This design comes from an exercise in tuning for small area, a short achievable clock period and few clock cycles per item on the open sky130 flow, not from production work.
Function was checked by simulation only, so behaviour that the tests miss may differ from the original.

==> flow/run.sh <==
#!/bin/bash
# Standard layout with these changes:
#  - synthesis maps the logic with ABC's area script replaced by abc.script,
#    and without the adder extraction (ADDER_MAP_FILE empty); everything else,
#    register names included, is the standard synthesis; the run stops with
#    an error if its registers differ from the standard synthesis's;
#  - the port buffers are made from the smallest buffer cell;
#  - clock tree synthesis inserts no dummy loads and picks its buffers
#    from clkbuf_4 and clkbuf_8;
#  - one tie cell drives all constant outputs.
# Each tool's output goes to a log of its own in this folder.
set -euo pipefail
here=$(pwd)
res=$here/orfs/results/$FLOW_PLATFORM/tile_convert_top/base

# The standard synthesis, kept for its registers
bash standard.sh synth > synth_standard.log 2>&1
cp $res/1_2_yosys.v $here/standard_synth.v
rm -rf $here/orfs

# ORFS's scripts with the area ABC script replaced
cp -r $FLOW_HOME/scripts $here/scripts
cp $here/flow/abc.script $here/scripts/abc_area.script
bash standard.sh synth SCRIPTS_DIR=$here/scripts ABC_AREA=1 ADDER_MAP_FILE= > synth.log 2>&1
python3 $here/flow/sameregs.py $here/standard_synth.v $res/1_2_yosys.v > sameregs.log 2>&1

export BUFFER_PORTS_ARGS="-buffer_cell sky130_fd_sc_hd__buf_1"
export CTS_ARGS="-sink_clustering_enable -repair_clock_nets -dont_use_dummy_load -buf_list {sky130_fd_sc_hd__clkbuf_8 sky130_fd_sc_hd__clkbuf_16} -sink_clustering_size 50 -sink_clustering_max_diameter 1000 -sink_buffer_max_cap_derate 3"
export SKIP_REPAIR_TIE_FANOUT=1
bash standard.sh finish > standard.log 2>&1
==> standard.sh <==
#!/bin/bash
# synth_recipe.tcl (not shown) runs the flow's synth.tcl, then flattens the netlist and writes it again
# the make line also repeats each setting of config.mk as NAME=value (left out here)
make -C /OpenROAD-flow-scripts/flow DESIGN_CONFIG=/design/flow/config.mk WORK_HOME=/design/flow/orfs CLKGATE_MAP_FILE= SYNTH_SCRIPT=/design/flow/synth_recipe.tcl "${@:-finish}"
==> config.mk <==
export PLATFORM = sky130hd
export DESIGN_NAME = tile_convert_top
export DESIGN_NICKNAME = tile_convert_top
export VERILOG_FILES = /design/flow/design.v
export SDC_FILE = /design/flow/constraint.sdc
export NUM_CORES = 4
export LEC_CHECK = 0
export CAP_MARGIN = 20
export CORE_MARGIN = 2
export CORE_UTILIZATION = 40
export SETUP_SLACK_MARGIN = 4.65
export SLEW_MARGIN = 20
==> design.v <==
`timescale 1ns/100ps
package conv_pkg;
    typedef logic signed [7:0] int8_t;
    typedef logic [16-1:0] bf16_t;
    typedef logic [9:0] smag_t;
    typedef logic [4*16-1:0] chunk_t;
    function automatic smag_t step1(input logic [7:0] v);
        logic [6:0] m;
        m = v[7] ? ((v[6:0] == 7'd0) ? 7'h7F : (~v[6:0] + 7'd1)) : v[6:0];
        step1 = {2'b00, v[7], m};
    endfunction
    function automatic smag_t step2(input smag_t t);
        logic z4;
        z4 = (t[6:3] == 4'd0);
        step2 = {1'b0, z4, t[7], z4 ? {t[2:0], 4'd0} : t[6:0]};
    endfunction
    function automatic smag_t step3(input smag_t t);
        logic z2;
        z2 = (t[6:5] == 2'd0);
        step3 = {z2, t[8], t[7], z2 ? {t[4:0], 2'd0} : t[6:0]};
    endfunction
    function automatic smag_t step4(input smag_t t);
        logic z1;
        z1 = !t[6];
        step4 = {t[9], t[8], t[7], z1, z1 ? {t[4:0], 1'b0} : t[5:0]};
    endfunction
    function automatic bf16_t finish(input smag_t t);
        logic z4, z2, z1, s;
        logic [7:0] e;
        z2 = t[9]; z4 = t[8]; s = t[7]; z1 = t[6];
        e[7]   = !(z4 && z2);
        e[6:3] = {4{z4 && z2 && !z1}};
        e[2]   = !(z4 ^ z2) && !(z4 && z2 && z1);
        e[1]   = z2 && !(z4 && z1);
        e[0]   = !z1;
        finish = {s, e, t[5:0], 1'b0};
    endfunction
    function automatic smag_t steps(input smag_t t, input int from, input int to);
        smag_t r;
        r = t;
        if (from < 2 && to >= 2) r = step2(r);
        if (from < 3 && to >= 3) r = step3(r);
        if (from < 4 && to >= 4) r = step4(r);
        steps = r;
    endfunction
endpackage
`timescale 1ns/100ps
module int8_to_smag #(parameter int CUT = 2)
(
    input  conv_pkg::int8_t value,
    output conv_pkg::smag_t smag
);
    assign smag = conv_pkg::steps(conv_pkg::step1(value), 1, CUT);
endmodule
module smag_to_bf16 #(parameter int CUT = 2)
(
    input  conv_pkg::smag_t smag,
    output conv_pkg::bf16_t result
);
    assign result = conv_pkg::finish(conv_pkg::steps(smag, CUT, 4));
endmodule
`timescale 1ns/100ps
module line_assembler
(
    input  logic                  half_sel,
    input  logic [64-1:0] mem_data_in,
    output conv_pkg::smag_t [3:0] smag
);
    logic [64/2-1:0] half;
    assign half = half_sel ? mem_data_in[64-1:64/2]
                           : mem_data_in[64/2-1:0];
    for (genvar i = 0; i < 4; i++) begin : g_lane
        int8_to_smag u_smag (
            .value (half[i*8 +: 8]),
            .smag  (smag[i])
        );
    end
endmodule
`timescale 1ns/100ps
module tile_buffer
(
    input  logic                  clk,
    input  conv_pkg::smag_t [3:0] smag_in,
    output logic [64-1:0] res_data_out
);
    conv_pkg::smag_t [3:0] smag_q;
    always_ff @(posedge clk)
        smag_q <= smag_in;
    for (genvar i = 0; i < 4; i++) begin : g_lane
        smag_to_bf16 u_conv (
            .smag   (smag_q[i]),
            .result (res_data_out[i*16 +: 16])
        );
    end
endmodule
`timescale 1ns/100ps
module tile_word_counter
(
    input  logic       clk,
    input  logic       rd_active,
    output logic [5:0] rd_word,
    output logic [5:0] wr_word,
    output logic       rd_last
);
    logic [6:0] seq;
    logic       fb;
    assign fb = seq[5] ^ seq[4] ^ (seq[4:0] == 5'd0);
    always_ff @(posedge clk) begin
        if (!rd_active)
            seq <= '0;
        else
            seq <= {seq[5:0], fb};
    end
    assign rd_word = seq[5:0];
    assign wr_word = seq[6:1];
    assign rd_last = (seq[5:0] == 6'b100000);
endmodule
`timescale 1ns/100ps
module tile_ctrl_fsm
(
    input  logic     clk,
    input  logic     rst,
    input  logic     comp_enb,
    input  logic     rd_last,
    output logic     rd_active,
    output logic     wr_active,
    output logic     busy,
    output logic     done
);
    always_ff @(posedge clk) begin
        if (rst) begin
            rd_active <= 1'b0;
            wr_active <= 1'b0;
        end else begin
            if (rd_active)
                rd_active <= !rd_last;
            else
                rd_active <= comp_enb && !wr_active;    
            wr_active <= rd_active;
        end
    end
    assign busy = rd_active;
    assign done = wr_active && !rd_active;    
endmodule
`timescale 1ns/100ps
module tile_convert_top
(
    input  logic                   clk,
    input  logic                   rst,
    input  logic                   comp_enb,
    output logic                   busy,
    output logic                   done,
    output logic [16-1:0] mem_addr,
    output logic                   mem_read_enb,
    input  logic [64-1:0]  mem_data_in,
    output logic [16-1:0] res_addr,
    output logic [64-1:0]  res_data_out,
    output logic                   res_write_enb
);
    logic                  rd_active;
    logic                  wr_active;
    logic                  rd_last;
    logic [5:0]            rd_word;
    logic [5:0]            wr_word;
    conv_pkg::smag_t [3:0] smag;
    tile_ctrl_fsm u_fsm (
        .clk       (clk),
        .rst       (rst),
        .comp_enb  (comp_enb),
        .rd_last   (rd_last),
        .rd_active (rd_active),
        .wr_active (wr_active),
        .busy      (busy),
        .done      (done)
    );
    tile_word_counter u_counter (
        .clk       (clk),
        .rd_active (rd_active),
        .rd_word   (rd_word),
        .wr_word   (wr_word),
        .rd_last   (rd_last)
    );
    line_assembler u_assembler (
        .half_sel    (rd_word[0]),
        .mem_data_in (mem_data_in),
        .smag        (smag)
    );
    tile_buffer u_buffer (
        .clk          (clk),
        .smag_in      (smag),
        .res_data_out (res_data_out)
    );
    assign mem_addr      = {11'd0, rd_word[5:1]};
    assign res_addr      = {10'd0, wr_word};
    assign mem_read_enb  = rd_active;
    assign res_write_enb = wr_active;
endmodule
==> constraint.sdc <==
create_clock -name core_clock -period 8.0 [get_ports {clk}]
set_input_delay 1.6000 -clock core_clock [delete_from_list [all_inputs] [get_ports {clk}]]
set_output_delay 1.6000 -clock core_clock [all_outputs]
set_load 0.01 [all_outputs]
==> flow/sameregs.py <==
# sameregs.py A.v B.v: exit 0 when both netlists hold the same flip-flops
# (instance names and cell types), else 1.
import re, sys
def regs(path):
    text = open(path).read()
    return sorted(re.findall(r'^\s*(sky130_fd_sc_hd__(?:df|edf|sdf|dl)\w*)\s+(\\\S+|\w+)\s*\(', text, re.M), key=lambda t: t[1])
a, b = regs(sys.argv[1]), regs(sys.argv[2])
print(f"{len(a)} registers in {sys.argv[1]}, {len(b)} in {sys.argv[2]}")
if a != b:
    for x in sorted(set(a) ^ set(b))[:20]:
        print("differs:", x)
    sys.exit(1)
print("same registers")
==> flow/abc.script <==
strash
dch -f
amap
strash
dch -f
amap
==> qor.tcl <==
set qor(run_error) {[ERROR CTS-0109] sink_buffer_max_cap_derate needs to be between 0 and 1.0.}
set qor(synth.ff_latch_count) 45
set qor(place.gp.congestion) 0.848
set qor(syn-mean-instance-area_sq_um) 7.34
set qor(ys_warn_count) 5
set qor(initial_core_util) 0.415
set qor(failed_stage) {clock tree synthesis (4_1_cts)}
set qor(detailedPlacementHpwl_mm) 5.02
set qor(synth_fp_nets) 428
set qor(chipHeight_um) 85.4
set qor(synthDominantAreaCellType) {sky130_fd_sc_hd__dfxtp_1}
set qor(async_reset_ff_frac) 0
set qor(post_synth_instance_area_sq_um) 2650
set qor(synth_edf_count) 0
set qor(synth_area_leaders) {sky130_fd_sc_hd__dfxtp_1 34%, sky130_fd_sc_hd__buf_4 13%, sky130_fd_sc_hd__o22ai_1 12%}
set qor(buffer_ports.inserted) 141
set qor(ys_seq_area_frac) 0.340
set qor(yosysUniqueCellTypes) 28
set qor(top_level_ports) 167
set qor(synth_top_flop_cell) {sky130_fd_sc_hd__dfxtp_1}
set qor(die_w_um) 85.4
set qor(yosysTopAreaCellShare) 0.340
set qor(dp.cells) 533
set qor(syn_inst) 361
set qor(result_of_the_run) {did not finish}
set qor(row_count) 29
[stage by stage]
step                cell area (sq um)  worst slack, ns
global placement                 2940             4.36
detailed placement               2940             4.36
floorplan                        2660             4.72
[synthesized netlist by cell type, drive strengths merged, types with 2 or more instances]
library cell	count
nor2	62
o22ai	52
buf	47
dfxtp	45
a21oi	29
clkinv	28
nand2	22
o21ai	22
a211oi	9
a22o	8
nor2b	6
nand3	4
nand4b	4
a311oi	3
nor3	3
a22oi	2
nor4	2
o211ai	2
o22a	2
[kinds of logic after synthesis]
kind of cell / share of synthesized area
compound gates: 0.315
simple gates: 0.171
buf+inv: 0.173
flops: 0.340
other cells: 0.00141
[power by group through the flow]
stage	combinational, mW	clock (mW)	sequential [mW]
2_1_floorplan	0.244	0	0.286
3_3_place_gp	0.325	0	0.288
3_5_place_dp	0.326	0	0.288
[worst max-delay path by stage]
| stage | slack, ns | cells after the start | end | start |
|---|---|---|---|---|
| after floorplan | 4.72 | 9 | u_buffer.smag_q[12] | mem_data_in[8] |
| after global placement | 4.36 | 12 | u_buffer.smag_q[1] | mem_data_in[0] |
| after detailed placement | 4.36 | 10 | u_buffer.smag_q[10] | mem_data_in[8] |
Testbench counts, summed over its fixed seeds: cycles 4,224, tiles 64.
